Context: an optimization exercise on an open-source flow, tuned for small area. The choices shown serve that exercise and are no tape-out recipe.
In this exercise RTL edits were held to simulation tests only and were not proved equivalent to the original. The flow treats the clock pin as an ideal source, which a real chip does not have.

==> trial 66: inputs <==
==> flow/design.v <==
package mdio_pkg;
   typedef logic [5-1:0] mdio_addr_t;    
   typedef logic [16-1:0] mdio_word_t;    
   typedef enum logic [1:0]
   {
      op_write = 2'b01,
      op_read  = 2'b10
   } mdio_op_t;
   typedef struct packed
   {
      mdio_addr_t addr;     
      mdio_word_t data;     
   } mdio_reg_req_t;
endpackage
`timescale 1ns/1ps
module top_mdio_slave
(
   input  logic       mdc,
   input  logic       reset,
   input  logic       mdio,           
   input  logic [4:0] dev_addr,       
   output logic       mdio_data,      
   output logic       mdio_enable     
);
   localparam logic [15:0] ctrl_def = 16'h1140;
   localparam logic [15:0] id1      = 16'h2a5c;
   localparam logic [15:0] id2      = 16'h3e91;
   logic       pa;             
   logic       fr;             
   logic [4:0] cnt;
   logic       opb;            
   logic       mis;            
   logic [4:0] addr;           
   logic [3:0] ph;             
   logic [3:0] cap;            
   logic       en;
   always_ff @(posedge mdc or posedge reset)
   begin
      if (reset)
      begin
         pa <= 1'b0;
         fr <= 1'b0;
         en <= 1'b0;
         ph <= 4'd5;
      end
      else
      begin
         ph <= ph + 4'd1;
         en <= fr && !opb && (cnt >= 5'd14) && (cnt != 5'd31);
         if (!fr)
         begin
            if (mdio)
               pa <= 1'b1;
            else
            begin
               pa <= 1'b0;
               if (pa && cnt == 5'd31)
                  fr <= 1'b1;
            end
         end
         else
         begin
            case (cnt)
               5'd0:  if (!mdio) fr <= 1'b0;
               5'd2:  if (mdio == opb) fr <= 1'b0;
               5'd12: if (mis) fr <= 1'b0;
               5'd13: if (!mdio) fr <= 1'b0;
               5'd14: if (opb && mdio) fr <= 1'b0;
               5'd31: fr <= 1'b0;
               default: ;
            endcase
         end
      end
   end
   logic [7:0] dv;
   assign dv = {dev_addr[0], dev_addr[1], dev_addr[2], dev_addr[3], dev_addr[4], 3'b000};
   always_ff @(posedge mdc)
   begin
      if (!fr)
      begin
         if (!pa)
            cnt <= '0;
         else if (!mdio)
            cnt <= '0;
         else if (cnt != 5'd31)
            cnt <= cnt + 5'd1;
      end
      else
         cnt <= cnt + 5'd1;
      if (fr && (cnt == 5'd1 || cnt == 5'd2))
         opb <= mdio;
      if (fr && cnt >= 5'd3 && cnt <= 5'd7)
         mis <= ((cnt == 5'd3) ? 1'b0 : mis) | (mdio ^ dv[cnt[2:0]]);
      else if (fr && cnt == 5'd15)
         mis <= (addr == 5'd0) && mdio;         
      if (fr && cnt >= 5'd8 && cnt <= 5'd12)
         addr <= {addr[3:0], mdio};
      if (fr && cnt == 5'd11)
         cap <= ph;
   end
   logic win, mclr;
   logic wr_go, clr_go;
   assign wr_go  = fr && opb && ((cnt == 5'd14 && !mdio) || (cnt >= 5'd15 && cnt <= 5'd29));
   assign clr_go = fr && opb && ((cnt == 5'd15 && addr == 5'd0 && mdio) ||
                                 (cnt >= 5'd16 && cnt <= 5'd30 && mis));
   always_ff @(posedge mdc or posedge reset)
   begin
      if (reset)
      begin
         win  <= 1'b1;
         mclr <= 1'b1;
      end
      else if (ph == 4'd4)
      begin
         win  <= wr_go || clr_go;
         mclr <= clr_go;
      end
   end
   logic [14:0] dl;
   logic [15:0] taps;
   logic        dbit;
   logic        x;
   always_ff @(posedge mdc)
      dl <= {dl[13:0], opb ? mdio : x};
   assign taps = {dl, mdio};
   logic [15:0] tperm;
   logic [15:0] crot;
   genvar k;
   generate
      for (k = 0; k < 16; k++)
      begin : g_perm
         assign tperm[k] = taps[(17 - k) % 16];
         assign crot[k]  = ctrl_def[(20 - k) % 16];
      end
   endgenerate
   assign dbit = tperm[cap];
   logic [31:0][15:0] s;
   logic [31:0][3:0]  tq;        
   logic [31:0]       tsel;
   logic [3:0]        gsel;      
   logic [31:0]       rsel;      
   always_comb
   begin
      for (int i = 0; i < 4; i++)
         gsel[i] = cap[3:2] == 2'(i);
      for (int i = 0; i < 32; i++)
         rsel[i] = addr == 5'(i);
   end
   genvar r;
   generate
      for (r = 0; r < 32; r++)
      begin : g_reg
         if (r == 2 || r == 3)
         begin : g_id
            assign s[r]  = '0;
            assign tsel[r] = 1'b0;
         end
         else
         begin : g_ring
            logic wsel, wbit;
            assign wsel = win && (mclr || addr == 5'(r));
            if (r == 0)
               assign wbit = mclr ? crot[ph] : dbit;
            else
               assign wbit = !mclr && dbit;
            always_ff @(posedge mdc)
               s[r] <= {s[r][14:0], wsel ? wbit : s[r][15]};
            assign tq[r]   = {s[r][11], s[r][7], s[r][3], s[r][15]};
            assign tsel[r] = |(tq[r] & gsel);
         end
      end
   endgenerate
   logic y;
   logic [3:0] xs;
   assign x  = |(tsel & rsel);
   assign xs = {dl[2:0], x};
   assign y  = xs[cap[1:0]];
   logic idb;
   assign idb = addr[0] ? id2[~cnt[3:0]] : id1[~cnt[3:0]];
   assign mdio_data   = cnt[4] && ((addr[4:1] == 4'd1) ? idb : y);
   assign mdio_enable = en;
endmodule
==> flow/flow/run.sh <==
#!/bin/bash
set -euo pipefail
export CTS_ARGS="-sink_clustering_enable -repair_clock_nets -sink_clustering_size 32 -sink_clustering_max_diameter 90 -buf_list sky130_fd_sc_hd__clkbuf_16 -dont_use_dummy_load"
bash standard.sh > standard_flow.log 2>&1
==> flow/standard.sh <==
#!/bin/bash
# synth_recipe.tcl (not shown) runs the flow's synth.tcl, then flattens the netlist and writes it again
# the make line also repeats each setting of config.mk as NAME=value (left out here)
make -C /OpenROAD-flow-scripts/flow DESIGN_CONFIG=/design/flow/config.mk WORK_HOME=/design/flow/orfs CLKGATE_MAP_FILE= SYNTH_SCRIPT=/design/flow/synth_recipe.tcl "${@:-finish}"
==> flow/config.mk <==
export PLATFORM = sky130hd
export DESIGN_NAME = top_mdio_slave
export DESIGN_NICKNAME = top_mdio_slave
export VERILOG_FILES = /design/flow/design.v
export SDC_FILE = /design/flow/constraint.sdc
export NUM_CORES = 4
export LEC_CHECK = 0
export CAP_MARGIN = 20
export CORE_MARGIN = 2
export CORE_UTILIZATION = 40
export CTS_BUF_LIST = sky130_fd_sc_hd__clkbuf_16
export CTS_CLUSTER_DIAMETER = 90
export CTS_CLUSTER_SIZE = 32
export SLEW_MARGIN = 20
==> flow/constraint.sdc <==
create_clock -name core_clock -period 10.0 [get_ports {mdc}]
set_input_delay 2.0000 -clock core_clock [delete_from_list [all_inputs] [get_ports {mdc}]]
set_output_delay 2.0000 -clock core_clock [all_outputs]
set_load 0.01 [all_outputs]
==> inputs of build 76, as changes to trial 66 <==
--- a/flow/design.v
+++ b/flow/design.v
@@ -137,15 +137,6 @@
    logic [31:0][15:0] s;
    logic [31:0][3:0]  tq;        
    logic [31:0]       tsel;
-   logic [3:0]        gsel;      
-   logic [31:0]       rsel;      
-   always_comb
-   begin
-      for (int i = 0; i < 4; i++)
-         gsel[i] = cap[3:2] == 2'(i);
-      for (int i = 0; i < 32; i++)
-         rsel[i] = addr == 5'(i);
-   end
    genvar r;
    generate
       for (r = 0; r < 32; r++)
@@ -153,7 +144,7 @@
          if (r == 2 || r == 3)
          begin : g_id
             assign s[r]  = '0;
-            assign tsel[r] = 1'b0;
+            assign tsel[r] = tsel[r - 2];
          end
          else
          begin : g_ring
@@ -166,13 +157,13 @@
             always_ff @(posedge mdc)
                s[r] <= {s[r][14:0], wsel ? wbit : s[r][15]};
             assign tq[r]   = {s[r][11], s[r][7], s[r][3], s[r][15]};
-            assign tsel[r] = |(tq[r] & gsel);
+            assign tsel[r] = tq[r][cap[3:2]];
          end
       end
    endgenerate
    logic y;
    logic [3:0] xs;
-   assign x  = |(tsel & rsel);
+   assign x  = tsel[addr];
    assign xs = {dl[2:0], x};
    assign y  = xs[cap[1:0]];
    logic idb;
==> flow/run.sh (new file) <==
#!/bin/bash
# synth_recipe.tcl (not shown) runs the flow's synth.tcl, then flattens the netlist and writes it again
# the make line also repeats each setting of config.mk as NAME=value (left out here)
make -C /OpenROAD-flow-scripts/flow DESIGN_CONFIG=/design/flow/config.mk WORK_HOME=/design/flow/orfs CLKGATE_MAP_FILE= SYNTH_SCRIPT=/design/flow/synth_recipe.tcl finish
--- a/flow/config.mk
+++ b/flow/config.mk
@@ -7,8 +7,8 @@
 export LEC_CHECK = 0
 export CAP_MARGIN = 20
 export CORE_MARGIN = 2
-export CORE_UTILIZATION = 40
+export CORE_UTILIZATION = 60
 export CTS_BUF_LIST = sky130_fd_sc_hd__clkbuf_16
-export CTS_CLUSTER_DIAMETER = 90
-export CTS_CLUSTER_SIZE = 32
+export CTS_CLUSTER_DIAMETER = 70
+export CTS_CLUSTER_SIZE = 30
 export SLEW_MARGIN = 20
removed: flow/flow/run.sh
removed: flow/standard.sh
==> inputs of build 46, as changes to trial 66 <==
--- a/flow/design.v
+++ b/flow/design.v
@@ -41,7 +41,7 @@
          pa <= 1'b0;
          fr <= 1'b0;
          en <= 1'b0;
-         ph <= 4'd5;
+         ph <= '0;
       end
       else
       begin
@@ -72,8 +72,6 @@
          end
       end
    end
-   logic [7:0] dv;
-   assign dv = {dev_addr[0], dev_addr[1], dev_addr[2], dev_addr[3], dev_addr[4], 3'b000};
    always_ff @(posedge mdc)
    begin
       if (!fr)
@@ -90,62 +88,50 @@
       if (fr && (cnt == 5'd1 || cnt == 5'd2))
          opb <= mdio;
       if (fr && cnt >= 5'd3 && cnt <= 5'd7)
-         mis <= ((cnt == 5'd3) ? 1'b0 : mis) | (mdio ^ dv[cnt[2:0]]);
-      else if (fr && cnt == 5'd15)
-         mis <= (addr == 5'd0) && mdio;         
+         mis <= ((cnt == 5'd3) ? 1'b0 : mis) | (mdio ^ dev_addr[3'(5'd7 - cnt)]);
       if (fr && cnt >= 5'd8 && cnt <= 5'd12)
          addr <= {addr[3:0], mdio};
       if (fr && cnt == 5'd11)
-         cap <= ph;
+         cap <= ph + 4'd5;
    end
-   logic win, mclr;
-   logic wr_go, clr_go;
-   assign wr_go  = fr && opb && ((cnt == 5'd14 && !mdio) || (cnt >= 5'd15 && cnt <= 5'd29));
-   assign clr_go = fr && opb && ((cnt == 5'd15 && addr == 5'd0 && mdio) ||
-                                 (cnt >= 5'd16 && cnt <= 5'd30 && mis));
+   logic win, mclr, wpend, clrp;
+   logic wpend_in, clrp_in;
+   assign wpend_in = wpend | (fr && cnt == 5'd14 && opb && !mdio);
+   assign clrp_in  = clrp  | (fr && cnt == 5'd15 && opb && addr == 5'd0 && mdio);
    always_ff @(posedge mdc or posedge reset)
    begin
       if (reset)
       begin
-         win  <= 1'b1;
-         mclr <= 1'b1;
+         win   <= 1'b1;
+         mclr  <= 1'b1;
+         wpend <= 1'b0;
+         clrp  <= 1'b0;
       end
-      else if (ph == 4'd4)
+      else if (ph == 4'd15)
       begin
-         win  <= wr_go || clr_go;
-         mclr <= clr_go;
+         win   <= wpend_in | clrp_in;
+         mclr  <= clrp_in;
+         wpend <= 1'b0;
+         clrp  <= 1'b0;
+      end
+      else
+      begin
+         wpend <= wpend_in;
+         clrp  <= clrp_in;
       end
    end
    logic [14:0] dl;
    logic [15:0] taps;
+   logic [3:0]  dsel;
    logic        dbit;
-   logic        x;
    always_ff @(posedge mdc)
-      dl <= {dl[13:0], opb ? mdio : x};
+      dl <= {dl[13:0], mdio};
    assign taps = {dl, mdio};
-   logic [15:0] tperm;
-   logic [15:0] crot;
-   genvar k;
-   generate
-      for (k = 0; k < 16; k++)
-      begin : g_perm
-         assign tperm[k] = taps[(17 - k) % 16];
-         assign crot[k]  = ctrl_def[(20 - k) % 16];
-      end
-   endgenerate
-   assign dbit = tperm[cap];
+   assign dsel = 4'd1 - cap;
+   assign dbit = taps[dsel];
    logic [31:0][15:0] s;
    logic [31:0][3:0]  tq;        
    logic [31:0]       tsel;
-   logic [3:0]        gsel;      
-   logic [31:0]       rsel;      
-   always_comb
-   begin
-      for (int i = 0; i < 4; i++)
-         gsel[i] = cap[3:2] == 2'(i);
-      for (int i = 0; i < 32; i++)
-         rsel[i] = addr == 5'(i);
-   end
    genvar r;
    generate
       for (r = 0; r < 32; r++)
@@ -153,27 +139,33 @@
          if (r == 2 || r == 3)
          begin : g_id
             assign s[r]  = '0;
-            assign tsel[r] = 1'b0;
+            assign tsel[r] = tsel[r - 2];
          end
          else
          begin : g_ring
             logic wsel, wbit;
             assign wsel = win && (mclr || addr == 5'(r));
             if (r == 0)
-               assign wbit = mclr ? crot[ph] : dbit;
+               assign wbit = mclr ? ctrl_def[4'd15 - ph] : dbit;
             else
                assign wbit = !mclr && dbit;
             always_ff @(posedge mdc)
                s[r] <= {s[r][14:0], wsel ? wbit : s[r][15]};
             assign tq[r]   = {s[r][11], s[r][7], s[r][3], s[r][15]};
-            assign tsel[r] = |(tq[r] & gsel);
+            assign tsel[r] = tq[r][cap[3:2]];
          end
       end
    endgenerate
-   logic y;
+   logic x, x1, x2, x3, y;
    logic [3:0] xs;
-   assign x  = |(tsel & rsel);
-   assign xs = {dl[2:0], x};
+   assign x = tsel[addr];
+   always_ff @(posedge mdc)
+   begin
+      x1 <= x;
+      x2 <= x1;
+      x3 <= x2;
+   end
+   assign xs = {x3, x2, x1, x};
    assign y  = xs[cap[1:0]];
    logic idb;
    assign idb = addr[0] ? id2[~cnt[3:0]] : id1[~cnt[3:0]];
==> flow/run.sh (new file) <==
#!/bin/bash
# synth_recipe.tcl (not shown) runs the flow's synth.tcl, then flattens the netlist and writes it again
# the make line also repeats each setting of config.mk as NAME=value (left out here)
make -C /OpenROAD-flow-scripts/flow DESIGN_CONFIG=/design/flow/config.mk WORK_HOME=/design/flow/orfs CLKGATE_MAP_FILE= SYNTH_SCRIPT=/design/flow/synth_recipe.tcl finish
--- a/flow/config.mk
+++ b/flow/config.mk
@@ -9,6 +9,6 @@
 export CORE_MARGIN = 2
 export CORE_UTILIZATION = 40
 export CTS_BUF_LIST = sky130_fd_sc_hd__clkbuf_16
-export CTS_CLUSTER_DIAMETER = 90
-export CTS_CLUSTER_SIZE = 32
+export CTS_CLUSTER_DIAMETER = 80
+export CTS_CLUSTER_SIZE = 25
 export SLEW_MARGIN = 20
removed: flow/flow/run.sh
removed: flow/standard.sh
==> inputs of trial 61, as changes to trial 66 <==
--- a/flow/design.v
+++ b/flow/design.v
@@ -41,7 +41,7 @@
          pa <= 1'b0;
          fr <= 1'b0;
          en <= 1'b0;
-         ph <= 4'd5;
+         ph <= '0;
       end
       else
       begin
@@ -72,8 +72,6 @@
          end
       end
    end
-   logic [7:0] dv;
-   assign dv = {dev_addr[0], dev_addr[1], dev_addr[2], dev_addr[3], dev_addr[4], 3'b000};
    always_ff @(posedge mdc)
    begin
       if (!fr)
@@ -90,62 +88,50 @@
       if (fr && (cnt == 5'd1 || cnt == 5'd2))
          opb <= mdio;
       if (fr && cnt >= 5'd3 && cnt <= 5'd7)
-         mis <= ((cnt == 5'd3) ? 1'b0 : mis) | (mdio ^ dv[cnt[2:0]]);
-      else if (fr && cnt == 5'd15)
-         mis <= (addr == 5'd0) && mdio;         
+         mis <= ((cnt == 5'd3) ? 1'b0 : mis) | (mdio ^ dev_addr[3'(5'd7 - cnt)]);
       if (fr && cnt >= 5'd8 && cnt <= 5'd12)
          addr <= {addr[3:0], mdio};
       if (fr && cnt == 5'd11)
-         cap <= ph;
+         cap <= ph + 4'd5;
    end
-   logic win, mclr;
-   logic wr_go, clr_go;
-   assign wr_go  = fr && opb && ((cnt == 5'd14 && !mdio) || (cnt >= 5'd15 && cnt <= 5'd29));
-   assign clr_go = fr && opb && ((cnt == 5'd15 && addr == 5'd0 && mdio) ||
-                                 (cnt >= 5'd16 && cnt <= 5'd30 && mis));
+   logic win, mclr, wpend, clrp;
+   logic wpend_in, clrp_in;
+   assign wpend_in = wpend | (fr && cnt == 5'd14 && opb && !mdio);
+   assign clrp_in  = clrp  | (fr && cnt == 5'd15 && opb && addr == 5'd0 && mdio);
    always_ff @(posedge mdc or posedge reset)
    begin
       if (reset)
       begin
-         win  <= 1'b1;
-         mclr <= 1'b1;
+         win   <= 1'b1;
+         mclr  <= 1'b1;
+         wpend <= 1'b0;
+         clrp  <= 1'b0;
       end
-      else if (ph == 4'd4)
+      else if (ph == 4'd15)
       begin
-         win  <= wr_go || clr_go;
-         mclr <= clr_go;
+         win   <= wpend_in | clrp_in;
+         mclr  <= clrp_in;
+         wpend <= 1'b0;
+         clrp  <= 1'b0;
+      end
+      else
+      begin
+         wpend <= wpend_in;
+         clrp  <= clrp_in;
       end
    end
    logic [14:0] dl;
    logic [15:0] taps;
+   logic [3:0]  dsel;
    logic        dbit;
-   logic        x;
    always_ff @(posedge mdc)
-      dl <= {dl[13:0], opb ? mdio : x};
+      dl <= {dl[13:0], mdio};
    assign taps = {dl, mdio};
-   logic [15:0] tperm;
-   logic [15:0] crot;
-   genvar k;
-   generate
-      for (k = 0; k < 16; k++)
-      begin : g_perm
-         assign tperm[k] = taps[(17 - k) % 16];
-         assign crot[k]  = ctrl_def[(20 - k) % 16];
-      end
-   endgenerate
-   assign dbit = tperm[cap];
+   assign dsel = 4'd1 - cap;
+   assign dbit = taps[dsel];
    logic [31:0][15:0] s;
    logic [31:0][3:0]  tq;        
    logic [31:0]       tsel;
-   logic [3:0]        gsel;      
-   logic [31:0]       rsel;      
-   always_comb
-   begin
-      for (int i = 0; i < 4; i++)
-         gsel[i] = cap[3:2] == 2'(i);
-      for (int i = 0; i < 32; i++)
-         rsel[i] = addr == 5'(i);
-   end
    genvar r;
    generate
       for (r = 0; r < 32; r++)
@@ -153,27 +139,33 @@
          if (r == 2 || r == 3)
          begin : g_id
             assign s[r]  = '0;
-            assign tsel[r] = 1'b0;
+            assign tsel[r] = tsel[r - 2];
          end
          else
          begin : g_ring
             logic wsel, wbit;
             assign wsel = win && (mclr || addr == 5'(r));
             if (r == 0)
-               assign wbit = mclr ? crot[ph] : dbit;
+               assign wbit = mclr ? ctrl_def[4'd15 - ph] : dbit;
             else
                assign wbit = !mclr && dbit;
             always_ff @(posedge mdc)
                s[r] <= {s[r][14:0], wsel ? wbit : s[r][15]};
             assign tq[r]   = {s[r][11], s[r][7], s[r][3], s[r][15]};
-            assign tsel[r] = |(tq[r] & gsel);
+            assign tsel[r] = tq[r][cap[3:2]];
          end
       end
    endgenerate
-   logic y;
+   logic x, x1, x2, x3, y;
    logic [3:0] xs;
-   assign x  = |(tsel & rsel);
-   assign xs = {dl[2:0], x};
+   assign x = tsel[addr];
+   always_ff @(posedge mdc)
+   begin
+      x1 <= x;
+      x2 <= x1;
+      x3 <= x2;
+   end
+   assign xs = {x3, x2, x1, x};
    assign y  = xs[cap[1:0]];
    logic idb;
    assign idb = addr[0] ? id2[~cnt[3:0]] : id1[~cnt[3:0]];
==> flow/run.sh (new file) <==
#!/bin/bash
# synth_recipe.tcl (not shown) runs the flow's synth.tcl, then flattens the netlist and writes it again
# the make line also repeats each setting of config.mk as NAME=value (left out here)
make -C /OpenROAD-flow-scripts/flow DESIGN_CONFIG=/design/flow/config.mk WORK_HOME=/design/flow/orfs CLKGATE_MAP_FILE= SYNTH_SCRIPT=/design/flow/synth_recipe.tcl finish
--- a/flow/config.mk
+++ b/flow/config.mk
@@ -8,7 +8,4 @@
 export CAP_MARGIN = 20
 export CORE_MARGIN = 2
 export CORE_UTILIZATION = 40
-export CTS_BUF_LIST = sky130_fd_sc_hd__clkbuf_16
-export CTS_CLUSTER_DIAMETER = 90
-export CTS_CLUSTER_SIZE = 32
 export SLEW_MARGIN = 20
removed: flow/flow/run.sh
removed: flow/standard.sh
==> impl_metrics.tcl <==
set metrics [dict create \
    holdCritStartpoint "s[352]$_DFF_P_" \
    period_share 0.574 \
    synthXorXnorAreaFrac 0.00264 \
    pg_seq_mw 2.08 \
    clkPwrFrac 0.306 \
    drt-met1-wl_um 10900 \
    status "complete, no violations" \
    crit_path_cell_trace "buf_4 > mux4_2 > a22oi_1 > nor2_1 > nor3b_1 > nand4_1 > o221a_1 > clkdlybuf4s50_1" \
    arrival_ns 3.74 \
    final_cell_area_um2 14300 \
    comb-power_uw 11.8 \
    final-clk-cell-share 0.0351 \
]
The numbers above come from trial 66.

==> impl_metrics.tcl <==
set metrics [dict create \
    status "complete, no violations" \
    crit_path_cell_trace "mux4_2 > mux4_2 > nor2_1 > or4_1 > a31oi_1 > clkdlybuf4s50_1" \
    drt-met1-wl_um 10800 \
    pg_seq_mw 2.11 \
    final-clk-cell-share 0.0458 \
    arrival_ns 3.78 \
    synthXorXnorAreaFrac 0.00393 \
]
The numbers above come from build 46.

==> impl_metrics.tcl <==
set metrics [dict create \
    final_cell_area_um2 15500 \
    clkPwrFrac 0.461 \
    pg_seq_mw 2.11 \
    drt-met1-wl_um 10700 \
    arrival_ns 3.88 \
    synthXorXnorAreaFrac 0.00393 \
    status "complete, no violations" \
    final-clk-cell-share 0.104 \
    crit_path_cell_trace "nor2b_1 > a22oi_1 > a211oi_1 > nor4bb_1 > a32oi_1 > a31oi_1 > clkdlybuf4s50_1" \
]
The numbers above come from trial 61.

==> impl_metrics.tcl <==
set metrics [dict create \
    arrival_ns 4.04 \
    holdCritStartpoint "s[96]$_DFF_P_" \
    status "complete, no violations" \
    drt-met1-wl_um 11100 \
    synthXorXnorAreaFrac 0.00395 \
    final-clk-cell-share 0.0403 \
    comb-power_uw 12.4 \
]
The numbers above come from build 76.

## static timing again, ports no longer ideal
In the flow no input, the clock included, has a driving cell. The finished layouts below were timed again as built, in two steps.
Step 1 sets driving cells, clkbuf_16 on the clock port and buf_2 on the other inputs (assumed; they add their load-dependent delay and slew).
Step 2 moves the port delays by t, midway between the first and last clock arrival at a register: inputs arrive t later, outputs are due t later. That takes back most of the time a late clock gives input paths.
Slacks: no drivers / after step 1 / after step 2; pairs: no drivers / after step 1.
run	t, ns	slack for setup (ns)	hold WS [ns]	latest minus earliest clock arrival (ns)	cell pins on the clock port's net
trial 66	0.560	4.260 / 4.214 / 4.774	0.265 / 0.265 / 0.265	0.062 / 0.062	1
build 76	0.587	3.958 / 3.910 / 4.497	0.323 / 0.323 / 0.323	0.026 / 0.026	1
build 46	0.587	4.217 / 4.170 / 4.758	0.324 / 0.324 / 0.324	0.023 / 0.023	1
trial 61	0.592	4.124 / 4.072 / 4.664	0.319 / 0.319 / 0.319	0.020 / 0.020	1
After both steps every run listed still meets setup and hold.
